Background: an optimization exercise with open tools, aiming at small area. Do not read the settings as production practice. RTL that was checked went through simulation tests only; none was proved equivalent to the original. Power and IR drop assume default switching activity.

Setup of the reference run:
==> flow/design.v <==
package frame_ctrl_pkg;
    typedef logic [32-1:0] addr_t;
    typedef logic [7:0] byte_t;
    typedef logic [8*9-1:0] fm_word_t;
    typedef logic [8-1:0] buf_addr_t;
    typedef logic [7:0] frm_idx_t;
    typedef struct packed {
        logic [7:0] rsvd;
        addr_t saddr;
        logic [7:0] tag;
        logic dm_type;  
        logic [23-1:0] btt;
    } dm_cmd_t;
    typedef struct packed {
        logic en;
        buf_addr_t addr;
        fm_word_t data;
    } fm_wr_t;
    typedef enum logic [2:0] {IDLE, LOAD, CORE, SAVE, FINISH} seq_state_e;
    typedef enum logic [1:0] {STOP, CMD, XFER} eng_state_e;
endpackage
`timescale 1ns/1ps
module frame_ctrl_top (
    input  logic                                              clk,
    input  logic                                              rst_n,
    input  logic                                              start,
    input  frame_ctrl_pkg::frm_idx_t                          frm_index,
    input  frame_ctrl_pkg::addr_t                             dma_addr,
    output logic                                              mm2s_cmd_valid,
    input  logic                                              mm2s_cmd_ready,
    output logic [71:0]                                       mm2s_cmd,
    input  logic                                              s_tvalid,
    output logic                                              s_tready,
    input  frame_ctrl_pkg::byte_t                             s_tdata,
    input  logic                                              s_tlast,
    output logic                                              s2mm_cmd_valid,
    input  logic                                              s2mm_cmd_ready,
    output logic [71:0]                                       s2mm_cmd,
    output logic                                              m_tvalid,
    input  logic                                              m_tready,
    output frame_ctrl_pkg::byte_t                             m_tdata,
    output logic                                              m_tkeep,
    output logic                                              m_tlast,
    output logic                                              core_valid,
    input  logic                                              core_finish,
    output logic [3*(8+8*9+1)-1:0] fm_wr,
    output logic [4*8-1:0]                 fm_rd_addr,
    input  logic [4*8*9-1:0]           fm_dout,
    output logic                                              irq
);
    localparam logic [3:0] S_IDLE  = 4'd0;
    localparam logic [3:0] S_GO    = 4'd1;   
    localparam logic [3:0] S_LCMD  = 4'd2;
    localparam logic [3:0] S_LXFER = 4'd3;
    localparam logic [3:0] S_CV    = 4'd4;   
    localparam logic [3:0] S_CW    = 4'd5;
    localparam logic [3:0] S_SGO   = 4'd6;
    localparam logic [3:0] S_SCMD  = 4'd7;
    localparam logic [3:0] S_SXFER = 4'd8;
    localparam logic [3:0] S_SDONE = 4'd9;
    localparam logic [3:0] S_FIN   = 4'd10;  
    logic [3:0] st, st_nx;
    logic lx, sx, beat;
    logic [8:0] bv;
    logic [4:0] w;
    logic       bz;
    logic [31:0] da;
    logic [7:0]  fi;
    logic [15:0] ahi;
    logic [7:0] sl [0:2][0:7];
    assign lx = (st == S_LXFER);
    assign sx = (st == S_SXFER);
    assign bz = (bv == 9'd0);
    assign mm2s_cmd_valid = (st == S_LCMD);
    assign s_tready       = lx;
    assign core_valid     = (st == S_CV);
    assign s2mm_cmd_valid = (st == S_SCMD);
    assign irq            = (st == S_FIN);
    assign m_tvalid       = sx && !bz;
    assign beat = s_tvalid && lx;
    always_comb begin
        st_nx = st;
        case (st)
            S_IDLE:  if (start) st_nx = S_GO;
            S_GO:    st_nx = S_LCMD;
            S_LCMD:  if (mm2s_cmd_ready) st_nx = S_LXFER;
            S_LXFER: if (s_tvalid && s_tlast) st_nx = S_CV;
            S_CV,
            S_CW:    st_nx = core_finish ? S_SGO : S_CW;
            S_SGO:   st_nx = S_SCMD;
            S_SCMD:  if (s2mm_cmd_ready) st_nx = S_SXFER;
            S_SXFER: if (m_tvalid && m_tready && m_tlast) st_nx = S_SDONE;
            S_SDONE: st_nx = S_FIN;
            default: st_nx = S_IDLE;
        endcase
    end
    always_ff @(posedge clk or negedge rst_n) begin
        if (!rst_n) st <= S_IDLE;
        else        st <= st_nx;
    end
    always_ff @(posedge clk) begin
        if (st == S_GO) da <= dma_addr;
    end
    always_ff @(posedge clk) begin
        if (st == S_GO)      fi <= frm_index;
        else if (st == S_CV) fi <= 8'(17);
    end
    logic [10:0] ax, ay, az, cs, cc;
    logic [11:0] rc;
    logic [4:0]  hi_inc;
    always_comb begin
        ax = da[26:16];
        ay = {1'b0, fi, 2'b00};
        az = {2'd0, fi, 1'b0};
        cs = ax ^ ay ^ az;
        cc = {(ax[9:0] & ay[9:0]) | (ax[9:0] & az[9:0]) | (ay[9:0] & az[9:0]), 1'b0};
        rc[0] = 1'b0;
        for (int i = 0; i < 11; i++) begin
            ahi[i]  = cs[i] ^ cc[i] ^ rc[i];
            rc[i+1] = (cs[i] & cc[i]) | (cs[i] & rc[i]) | (cc[i] & rc[i]);
        end
        hi_inc = da[31:27] + 1'b1;
        ahi[15:11] = rc[11] ? hi_inc : da[31:27];
    end
    assign mm2s_cmd = {8'h00, ahi, da[15:0], 8'h00, 1'b0, 23'(100)};
    assign s2mm_cmd = {8'h00, ahi, da[15:0], 8'h00, 1'b0, 23'(288)};
    always_ff @(posedge clk or negedge rst_n) begin
        if (!rst_n) begin
            bv <= '0;
            w  <= '0;
        end else if (lx) begin
            if (s_tvalid) begin
                if (s_tlast) begin
                    bv <= '0;
                    w  <= '0;
                end else if (w[2:1] == 2'd2) begin
                    w[2:1] <= 2'd0;
                    bv     <= bz ? 9'd1 : (bv[7] ? 9'd0 : {bv[7:0], 1'b0});
                    if (bv[7]) w[4:3] <= w[4:3] + 1'b1;
                end else begin
                    w[2:1] <= w[2:1] + 1'b1;
                end
            end
        end else if (bz) begin
            if (sx) bv <= 9'd1;
        end else if (m_tready) begin
            bv <= {bv[7:0], 1'b0};
            if (bv[8]) w <= w + 1'b1;
        end
    end
    logic [3:0] lcol;    
    logic [8:0] lslot;   
    always_comb begin
        for (int j = 0; j < 3; j++) lcol[j] = (w[2:1] == 2'(j));
        lcol[3] = 1'b0;
        lslot = {bv[7:0], bz};
    end
    for (genvar j = 0; j < 3; j++) begin : g_col
        for (genvar i = 0; i < 8; i++) begin : g_slot
            if (i < 6) begin : g_plain
                always_ff @(posedge clk) begin
                    if (beat && lcol[j] && lslot[i]) sl[j][i] <= s_tdata;
                end
            end else begin : g_clr
                always_ff @(posedge clk) begin
                    if (beat && lcol[j] && (lslot[i] || lslot[8]))
                        sl[j][i] <= lslot[8] ? 8'h00 : s_tdata;
                end
            end
        end
    end
    logic [7:0] low_byte, p6_0;
    assign low_byte = s_tlast ? 8'h00 : s_tdata;
    assign p6_0     = sl[0][6] | (s_tlast ? s_tdata : 8'h00);
    assign fm_wr[80]      = beat && ((lcol[0] && lslot[8]) || s_tlast);
    assign fm_wr[79:72]   = {6'd0, w[4:3]};
    assign fm_wr[71:0]    = {sl[0][0], sl[0][1], sl[0][2], sl[0][3], sl[0][4], sl[0][5],
                             p6_0, sl[0][7], low_byte};
    assign fm_wr[161]     = beat && ((lcol[1] && lslot[8]) || s_tlast);
    assign fm_wr[160:153] = {6'd0, w[4:3]};
    assign fm_wr[152:81]  = {sl[1][0], sl[1][1], sl[1][2], sl[1][3], sl[1][4], sl[1][5],
                             sl[1][6], sl[1][7], low_byte};
    assign fm_wr[242]     = beat && ((lcol[2] && lslot[8]) || s_tlast);
    assign fm_wr[241:234] = {6'd0, w[4:3]};
    assign fm_wr[233:162] = {sl[2][0], sl[2][1], sl[2][2], sl[2][3], sl[2][4], sl[2][5],
                             sl[2][6], sl[2][7], low_byte};
    assign m_tlast = bv[8] && (w == 5'd31);
    assign m_tkeep = 1'b1;
    logic [3:0] scol;
    logic [7:0] cbyte [0:3];
    always_comb begin
        for (int c = 0; c < 4; c++) scol[c] = (w[2:1] == 2'(c));
        for (int c = 0; c < 4; c++) begin
            cbyte[c] = '0;
            for (int i = 0; i < 9; i++)
                cbyte[c] = cbyte[c] | ({8{bv[i]}} & fm_dout[72*c + 8*(8-i) +: 8]);
        end
        m_tdata = cbyte[w[2:1]];
    end
    assign fm_rd_addr = {4{5'd0, w[4:3], w[0]}};
endmodule
export LEC_CHECK = 0
export CAP_MARGIN = 20
export CORE_AREA = 2 2 298 238
export DIE_AREA = 0 0 300 240
export SLEW_MARGIN = 20
create_clock -name core_clock -period 6.0 [get_ports {clk}]
standard.sh (not shown) runs the stock make flow with config.mk's settings and CLKGATE_MAP_FILE= SYNTH_SCRIPT=/design/flow/synth_recipe.tcl, a recipe that flattens the netlist after the stock synthesis.
==> flow/flow/run.sh <==
#!/bin/bash
# The standard layout (standard.sh: ORFS synthesis to finish) with three
# layout choices changed:
#  - port buffers use the smallest buffer cell instead of ORFS's default pick
#  - the clock tree uses clkbuf_8 with clusters of at most 16 sinks and no
#    dummy loads
#  - tie cells are not duplicated per load
# standard.sh's own output (every ORFS step) goes to standard.log here; ORFS
# writes each tool's full log under orfs/logs/.
export BUFFER_PORTS_ARGS="-buffer_cell sky130_fd_sc_hd__buf_1"
export CTS_ARGS="-sink_clustering_enable -repair_clock_nets -dont_use_dummy_load -buf_list sky130_fd_sc_hd__clkbuf_8 -sink_clustering_size 16 -sink_clustering_max_diameter 50"
export SKIP_REPAIR_TIE_FANOUT=1
bash standard.sh > standard.log 2>&1
The reference run had finished all stages when the layout checks came back failing, citing negative setup slack.
Changes in the trial run relative to the reference run:
--- a/flow/design.v
+++ b/flow/design.v
@@ -106,21 +106,5 @@
         else if (st == S_CV) fi <= 8'(17);
     end
-    logic [10:0] ax, ay, az, cs, cc;
-    logic [11:0] rc;
-    logic [4:0]  hi_inc;
-    always_comb begin
-        ax = da[26:16];
-        ay = {1'b0, fi, 2'b00};
-        az = {2'd0, fi, 1'b0};
-        cs = ax ^ ay ^ az;
-        cc = {(ax[9:0] & ay[9:0]) | (ax[9:0] & az[9:0]) | (ay[9:0] & az[9:0]), 1'b0};
-        rc[0] = 1'b0;
-        for (int i = 0; i < 11; i++) begin
-            ahi[i]  = cs[i] ^ cc[i] ^ rc[i];
-            rc[i+1] = (cs[i] & cc[i]) | (cs[i] & rc[i]) | (cc[i] & rc[i]);
-        end
-        hi_inc = da[31:27] + 1'b1;
-        ahi[15:11] = rc[11] ? hi_inc : da[31:27];
-    end
+    assign ahi = da[31:16] + {6'd0, fi, 2'b00} + {7'd0, fi, 1'b0};
     assign mm2s_cmd = {8'h00, ahi, da[15:0], 8'h00, 1'b0, 23'(100)};
     assign s2mm_cmd = {8'h00, ahi, da[15:0], 8'h00, 1'b0, 23'(288)};
@@ -188,13 +172,10 @@
     assign m_tkeep = 1'b1;
     logic [3:0] scol;
-    logic [7:0] cbyte [0:3];
     always_comb begin
         for (int c = 0; c < 4; c++) scol[c] = (w[2:1] == 2'(c));
-        for (int c = 0; c < 4; c++) begin
-            cbyte[c] = '0;
+        m_tdata = '0;
+        for (int c = 0; c < 4; c++)
             for (int i = 0; i < 9; i++)
-                cbyte[c] = cbyte[c] | ({8{bv[i]}} & fm_dout[72*c + 8*(8-i) +: 8]);
-        end
-        m_tdata = cbyte[w[2:1]];
+                m_tdata = m_tdata | ({8{scol[c] & bv[i]}} & fm_dout[72*c + 8*(8-i) +: 8]);
     end
     assign fm_rd_addr = {4{5'd0, w[4:3], w[0]}};
Summary — share of cell area taken by multi-input logic gates, the trial run relative to the reference run: higher, by 2.0 points. For power consumed by sequential cells, dividing the value from the reference run by the value from the trial run gives 0.922. Reported for the reference run and the trial run, maximum buffer depth of the clock tree turned out identical to the last digit. Compared with the reference run, the trial run shows a area share of fa/ha/maj cells after synthesis that is 0.52 points lower. The trial run: flow completed, timing, DRC and antenna clean. Summary of the trial run over the reference run: post-route worst setup slack went up by 1.57 ns; static leakage went up by 2.9%; final cell utilization of the core went up by 0.39 points; fraction of the yosys area taken by sequential cells went down by 2.0 points. Post-synthesis compound-gate area fraction: the trial run vs the reference run down 0.60 points. [compare] base=the reference run new=the trial run: relative area change from synthesis to final layout fell by 2.0 points, final critical path time including I/O delays and setup lower.
Function not checked in the reference run: the RTL went through the layout flow alone.

static timing again, ports no longer ideal:
The flow's constraints put no driver on any port. The routed layouts listed below were extracted and timed again, unchanged, in two steps. Step 1: set_driving_cell puts a clkbuf_16 on clk and a buf_2 on each other input, an assumption about the parent block. Step 2, shift: input delay + t, output delay - t, t = (earliest + latest rising clock arrival at the registers) / 2. This alone moves slack from input paths to output paths. a / b / c = no drivers / after step 1 / after step 2; a / b = the first two.
run | shift t [ns] | setup slack, ns | worst setup path at the end | slew at the worst register clock pin (ns)
the reference run | 0.609 | -0.271 / -0.324 / 0.285 | register to output | 0.10 / 0.10
the trial run | 0.612 | 1.300 / 1.248 / 1.440 | input to output | 0.10 / 0.10
